Background: an optimization exercise with open tools, aiming at small area, a short achievable clock period and few clock cycles. Do not read the settings as production practice. Where RTL was checked, it was by simulation tests only, not by an equivalence proof against the original. Power is estimated from default activity; no workload was simulated.

## polyline_uniform_resampler
module polyline_uniform_resampler #(
   parameter int MAX_PER_SEGMENT = plr_pkg::MAX_PER_SEGMENT_DEF,
   parameter int COORD_BITS      = plr_pkg::COORD_BITS_DEF
) (
   input  logic                           clock,
   input  logic                           reset,
   input  logic                           req_tvalid,
   output logic                           req_tready,
   input  logic [plr_pkg::REQ_DATA_W-1:0] req_tdata,   
   input  logic                           req_tlast,   
   output logic                           rsp_tvalid,
   input  logic                           rsp_tready,
   output logic [plr_pkg::RSP_DATA_W-1:0] rsp_tdata,   
   output logic                           rsp_tlast,   
   output logic [plr_pkg::RSP_USER_W-1:0] rsp_tuser,   
   input  logic                           psel,
   input  logic                           penable,
   input  logic                           pwrite,
   input  logic [plr_pkg::CSR_ADDR_W-1:0] paddr,
   input  logic [plr_pkg::CSR_DATA_W-1:0] pwdata,
   output logic [plr_pkg::CSR_DATA_W-1:0] prdata,
   output logic                           pready
);
   localparam int CW = 10;    
   localparam int LW = 21;    
   localparam int DW = 18;    
   localparam int NW = 6;     
   logic [7:0]  iv_ff;        
   logic [15:0] w_ff;         
   logic        rd_hi_ff;     
   logic        wpend_ff;     
   logic        csr_wr_iv;
   assign csr_wr_iv = psel && penable && pwrite && !paddr[2];
   assign pready    = 1'b1;
   assign prdata    = {24'd0, rd_hi_ff ? 8'd0 : iv_ff};
   typedef enum logic [1:0] {
      N1_IDLE = 2'd0,
      N1_SQ   = 2'd1,
      N1_DONE = 2'd2
   } n1_state_t;
   n1_state_t     n1_st_ff, n1_st_nx;
   logic          rdy_ff;                  
   logic          cur_v_ff, cur_v_nx;      
   logic [CW-1:0] cur_x_ff, cur_y_ff;
   logic          cur_fin_ff;
   logic [CW-1:0] prev_x_ff, prev_y_ff;
   logic          have_prev_ff, have_prev_nx;
   logic          wmode_ff, wmode_nx;      
   logic          wpend_nx;
   logic [4:0]    k1_ff;                   
   logic [CW-1:0] m1_x_ff, m1_y_ff;        
   logic          m1_nx_ff, m1_ny_ff;      
   logic          m1_fin_ff;
   logic          m1_zero_ff;              
   logic [CW-1:0] m1_bx_ff, m1_by_ff;      
   logic [LW-1:0] as_ff, ac_ff;            
   typedef enum logic [1:0] {
      N2_IDLE = 2'd0,
      N2_SRCH = 2'd1,
  ...
Size: about 3,200 cells after synthesis, ~490 flip-flops, roughly 150 I/O pins.
Settings: LEC_CHECK=0, ABC_CLOCK_PERIOD_IN_PS=3000, CAP_MARGIN=20, CORE_MARGIN=2, CORE_UTILIZATION=40, CTS_CLUSTER_DIAMETER=60, CTS_CLUSTER_SIZE=30, SLEW_MARGIN=20, TNS_END_PERCENT=100; clock period 11.0 ns.
standard.sh (not shown) runs the stock make flow with config.mk's settings and CLKGATE_MAP_FILE= SYNTH_SCRIPT=/design/flow/synth_recipe.tcl, a recipe that flattens the netlist after the stock synthesis.
==> flow/flow/run.sh <==
#!/bin/bash
# The standard layout, with timing repair aiming below the clock period so that the
# achieved period is as short as the repair can make it. Constraints are unchanged.
set -euo pipefail
bash standard.sh SETUP_SLACK_MARGIN=7.5 finish > standard.log 2>&1
==> next run, changes <==
- CTS_CLUSTER_DIAMETER: 60 -> not set
- CTS_CLUSTER_SIZE: 30 -> not set
Result: Final cell count rose by 0.39%; routed wire length goes up by 0.78%; flip-flop and latch count is unchanged; maximum frequency hardly moves; power increases by 2.4%; cell area went up by 0.42%; worst setup slack stays flat.
==> next run, changes <==
==> flow/flow/run.sh (replaced) <==
#!/bin/bash
# The standard layout, with timing repair aiming below the clock period so that the
# achieved period is as short as the repair can make it, and plain buffers on the ports.
# Constraints are unchanged.
set -euo pipefail
bash standard.sh SETUP_SLACK_MARGIN=8.0 "BUFFER_PORTS_ARGS=-buffer_cell sky130_fd_sc_hd__buf_4" finish > standard.log 2>&1
- CTS_CLUSTER_DIAMETER: not set -> 60
- CTS_CLUSTER_SIZE: not set -> 30
Clock-buffer cell count shrinks by 21.
Core utilization grows by 3.6 points.
Non-clock buffer count rises by 149.
Via count went up by about 3.6%.
Routed wire length went up by about 7%.
Worst hold slack improves by 9.1 ps.
Power went up by about 3%.
Global-route usage rises by 1.1 points.
Register-to-register slack improves by 150 ps.
==> next run, changes <==
==> flow/flow/run.sh (replaced) <==
#!/bin/bash
# The standard layout, with timing repair aiming below the clock period so that the
# achieved period is as short as the repair can make it. Constraints are unchanged.
set -euo pipefail
bash standard.sh SETUP_SLACK_MARGIN=8.0 finish > standard.log 2>&1
Outcome: Global-route usage came out lower by 0.16 points; design area is about the same; wire length stays flat; total power hardly moves; utilization barely changes; hold slack gets worse by 6.4 ps; combinational power hardly moves; count of clock-buffer cells in the layout increases by 1; worst setup slack degrades by 25 ps; die area does not change; non-clock buffer count drops by 1.
Function was not checked in any run of this note: the RTL went through the layout flow alone.

========
polyline_uniform_resampler, a different RTL version from the one above (not shown whole).
Size: roughly 360 flip-flops, roughly 150 I/O pins, roughly 26000 sq um of cells after synthesis.
clock: 11.0 ns
lec_check: 0
abc_clock_period_in_ps: 3000
cap_margin: 20
core_margin: 2
core_utilization: 40
setup_slack_margin: 5
slew_margin: 20
tns_end_percent: 100
run.sh (not shown) runs the stock make flow with config.mk's settings and CLKGATE_MAP_FILE= SYNTH_SCRIPT=/design/flow/synth_recipe.tcl, a recipe that flattens the netlist after the stock synthesis.
Stock flow here: none of the scripts above is used.
The baseline passed the timing, design-rule and antenna checks.
Testbench counts at the start, summed over its fixed seeds: cycles 42,000.
Next try:
- SETUP_SLACK_MARGIN: 5 -> default
- TNS_END_PERCENT: 100 -> default
After rerunning: The changed run ran to the end with no violations; sequential power is about the same; hold slack is about the same; die area does not change; routed wire length drops by 0.51%; clock skew drops by 5.4 ps; global-route usage barely changes; core utilization drops by 0.42 points; final cell count drops by about 0.4%; sequential share of layout area climbs by 0.32 points; worst setup slack degrades by 1700 ps.

========
violet:
polyline_uniform_resampler, a different RTL version from the one above (not shown whole).
Size: about 3,000 cells after synthesis, roughly 450 flip-flops, about 29,000 um2 of cells after synthesis.
==> flow/config.mk <==
export PLATFORM = sky130hd
export DESIGN_NAME = polyline_uniform_resampler
export DESIGN_NICKNAME = polyline_uniform_resampler
export VERILOG_FILES = /design/flow/design.v
export SDC_FILE = /design/flow/constraint.sdc
export NUM_CORES = 4
export LEC_CHECK = 0
export ABC_CLOCK_PERIOD_IN_PS = 3000
export CAP_MARGIN = 20
export CORE_MARGIN = 2
export CORE_UTILIZATION = 40
export SLEW_MARGIN = 20
export TNS_END_PERCENT = 100
==> flow/constraint.sdc <==
create_clock -name core_clock -period 11.0 [get_ports {clock}]
set_input_delay 2.2000 -clock core_clock [delete_from_list [all_inputs] [get_ports {clock}]]
set_output_delay 2.2000 -clock core_clock [all_outputs]
set_load 0.01 [all_outputs]
standard.sh (not shown) runs the stock make flow with config.mk's settings and CLKGATE_MAP_FILE= SYNTH_SCRIPT=/design/flow/synth_recipe.tcl, a recipe that flattens the netlist after the stock synthesis.
==> flow/flow/run.sh <==
#!/bin/bash
# The standard layout, with timing repair aiming below the clock period so that the
# achieved period is as short as the repair can make it. Constraints are unchanged.
set -euo pipefail
bash standard.sh SETUP_SLACK_MARGIN=7.5 finish > standard.log 2>&1
violet: PASS, flow complete, no timing, DRC or antenna violations
> inputs changed (violet -> umber)
Settings: SETUP_SLACK_MARGIN: unset -> 5.
==> flow/run.sh (new file) <==
#!/bin/bash
# synth_recipe.tcl (not shown) runs the flow's synth.tcl, then flattens the netlist and writes it again
# the make line also repeats each setting of config.mk as NAME=value (left out here)
make -C /OpenROAD-flow-scripts/flow DESIGN_CONFIG=/design/flow/config.mk WORK_HOME=/design/flow/orfs CLKGATE_MAP_FILE= SYNTH_SCRIPT=/design/flow/synth_recipe.tcl finish
removed: flow/flow/run.sh
removed: flow/standard.sh
Findings:
From umber to violet, total of endpoints with negative setup slack in the final report did not move at all.
Changes observed in umber relative to violet: via count went down, final worst hold slack went up.
Smallest setup slack after layout on umber is behind violet.
Summary of umber over violet: first-pass GRT wire length -about 4%; maximum frequency went down; combinational power share down 6.8 points.
Function was not checked in any run of this note: the RTL went through the layout flow alone.

========
Another version of the RTL of polyline_uniform_resampler (not shown whole).
Size: about 490 flip-flops, roughly 150 I/O pins, ~31000 um2 of cells after synthesis.
export LEC_CHECK = 0
export ABC_CLOCK_PERIOD_IN_PS = 3000
export CAP_MARGIN = 20
export CORE_MARGIN = 2
export CORE_UTILIZATION = 40
export SLEW_MARGIN = 20
export TNS_END_PERCENT = 100
create_clock -name core_clock -period 11.0 [get_ports {clock}]
==> flow/flow/run.sh <==
#!/bin/bash
# The standard layout, with timing repair aiming below the clock period so that the
# achieved period is as short as the repair can make it. Constraints are unchanged.
set -euo pipefail
bash standard.sh SETUP_SLACK_MARGIN=7.0 finish > standard.log 2>&1
The first run ran to the end with no violations.
Rerun with:
--- a/flow/flow/run.sh
+++ b/flow/flow/run.sh
@@ -5 +5 @@
-bash standard.sh SETUP_SLACK_MARGIN=7.0 finish > standard.log 2>&1
+bash standard.sh SETUP_SLACK_MARGIN=7.5 finish > standard.log 2>&1
Effect: Utilization is higher by 0.91 points. Maximum frequency is higher by roughly a tenth. Combinational power came out higher by a few percent.
No run of this note included a check of the RTL's function; only the layout flow was run.

========
Another version of the RTL of polyline_uniform_resampler (not shown whole).
For scale: ~2,900 cells after synthesis, roughly 150 I/O pins.
export LEC_CHECK = 0
export ABC_CLOCK_PERIOD_IN_PS = 3000
export CAP_MARGIN = 20
export CORE_MARGIN = 2
export CORE_UTILIZATION = 40
export CTS_CLUSTER_DIAMETER = 60
export CTS_CLUSTER_SIZE = 30
export SLEW_MARGIN = 20
export TNS_END_PERCENT = 100
create_clock -name core_clock -period 11.0 [get_ports {clock}]
==> flow/flow/run.sh <==
#!/bin/bash
# The standard layout, with timing repair aiming below the clock period so that the
# achieved period is as short as the repair can make it, and plain buffers on the ports.
# Constraints are unchanged.
set -euo pipefail
bash standard.sh SETUP_SLACK_MARGIN=7.5 "BUFFER_PORTS_ARGS=-buffer_cell sky130_fd_sc_hd__buf_2" finish > standard.log 2>&1
Testbench counts at the start, summed over its fixed seeds: cycles 37,858.
Change:
- CORE_UTILIZATION: 40 -> 65
- PLACE_DENSITY: unset -> 0.75
After rerunning: The changed run completed without violations; sequential share of layout area is higher by 0.97 points; final cell count is lower by 9.7%; hold slack got worse by 0.016 ns; count of clock-buffer cells in the layout is lower by 5; final area is lower by 2.3%; total power is lower by about 2.5%; utilization is higher by 27 points.
Change:
--- a/flow/flow/run.sh
+++ b/flow/flow/run.sh
@@ -6 +6 @@
-bash standard.sh SETUP_SLACK_MARGIN=7.5 "BUFFER_PORTS_ARGS=-buffer_cell sky130_fd_sc_hd__buf_2" finish > standard.log 2>&1
+bash standard.sh SETUP_SLACK_MARGIN=7.35 "BUFFER_PORTS_ARGS=-buffer_cell sky130_fd_sc_hd__buf_2" finish > standard.log 2>&1
- CORE_UTILIZATION: 65 -> 40
- PLACE_DENSITY: 0.75 -> unset
=>
- The new run completed without violations
- area after synthesis stays the same
- design area goes up by 0.70%
- synthesized cell count stays the same
- wire length goes up by about 3.6%
- count of clock-buffer cells in the layout is higher by 4
- die area climbs by about 60%
- worst hold slack is worse by 0.0044 ns
- utilization shrinks by 28 points
- final cell count rises by about 10%
Change:
==> flow/flow/run.sh (replaced) <==
#!/bin/bash
# The standard layout, with timing repair aiming below the clock period so that the
# achieved period is as short as the repair can make it. Constraints are unchanged.
set -euo pipefail
bash standard.sh SETUP_SLACK_MARGIN=7.5 finish > standard.log 2>&1
Effect: Non-clock buffer count is higher by 55; routed wire length rose by about 2.5%; register-to-register slack gains 0.08 ns; clock skew goes down by 0.021 ns; total power goes up by 2.1%; clock-buffer cell count fell by 1.
Change:
==> flow/flow/run.sh (replaced) <==
#!/bin/bash
# The standard layout, with timing repair aiming below the clock period so that the
# achieved period is as short as the repair can make it, and plain buffers on the ports.
# Constraints are unchanged.
set -euo pipefail
bash standard.sh SETUP_SLACK_MARGIN=7.5 "BUFFER_PORTS_ARGS=-buffer_cell sky130_fd_sc_hd__buf_2" finish > standard.log 2>&1
- PLACE_DENSITY: unset -> 0.8
Synthesized cell count is unchanged.
Via count went up slightly.
Cell area went down by a few percent.
Utilization went down by 0.99 points.
Clock power went down by roughly a tenth.
Routed wire length went down by a few percent.
Area after synthesis stays the same.
Power went down by a few percent.
Clock-buffer cell count went down by 9.
Combinational power stays flat.

==> afterwards: timing with drivers on the ports <==
No port has a modelled driver above. Below, the same layouts with a new extraction and two added sets of constraints. Step 1 sets driving cells, clkbuf_16 on the clock port and buf_2 on the other inputs (assumed; they add their load-dependent delay and slew). Step 2 also shifts input and output timing later by t, the mid clock arrival at the registers, as if the neighbouring blocks saw the same clock. Slacks: no drivers / after step 1 / after step 2; pairs: no drivers / after step 1.
run	shift t [ns]	setup WS [ns]	worst setup path after step 2	cell pins on the clock port's net
the first run of note 1	0.684	7.445 / 7.379 / 7.016	input to register	1
the second run of note 1	0.680	7.442 / 7.373 / 6.919	input to register	1
the third run of note 1	0.675	7.491 / 7.427 / 7.231	input to register	1
the fourth run of note 1	0.688	7.466 / 7.401 / 7.263	input to register	1
the first run of note 2	0.643	5.235 / 5.235 / 5.235	register to register	1
the second run of note 2	0.643	3.487 / 3.487 / 3.487	register to register	1
violet	0.645	6.374 / 6.374 / 6.374	register to register	1
umber	0.647	5.523 / 5.523 / 5.523	register to register	1
the first run of note 4	0.681	7.065 / 7.006 / 6.464	input to register	1
the second run of note 4	0.667	7.531 / 7.474 / 6.948	input to register	1
the first run of note 5	0.649	7.416 / 7.416 / 6.924	input to register	1
the second run of note 5	0.639	7.369 / 7.369 / 6.923	input to register	1
the third run of note 5	0.642	7.324 / 7.324 / 6.846	input to register	1
the fourth run of note 5	0.640	7.405 / 7.405 / 6.915	input to register	1
the fifth run of note 5	0.646	7.395 / 7.395 / 6.916	input to register	1
After both steps every run listed still meets setup and hold. For the first run of note 4, which loses most, drivers alone change the setup slack by -0.059 ns; drivers and shift together by -0.601 ns.
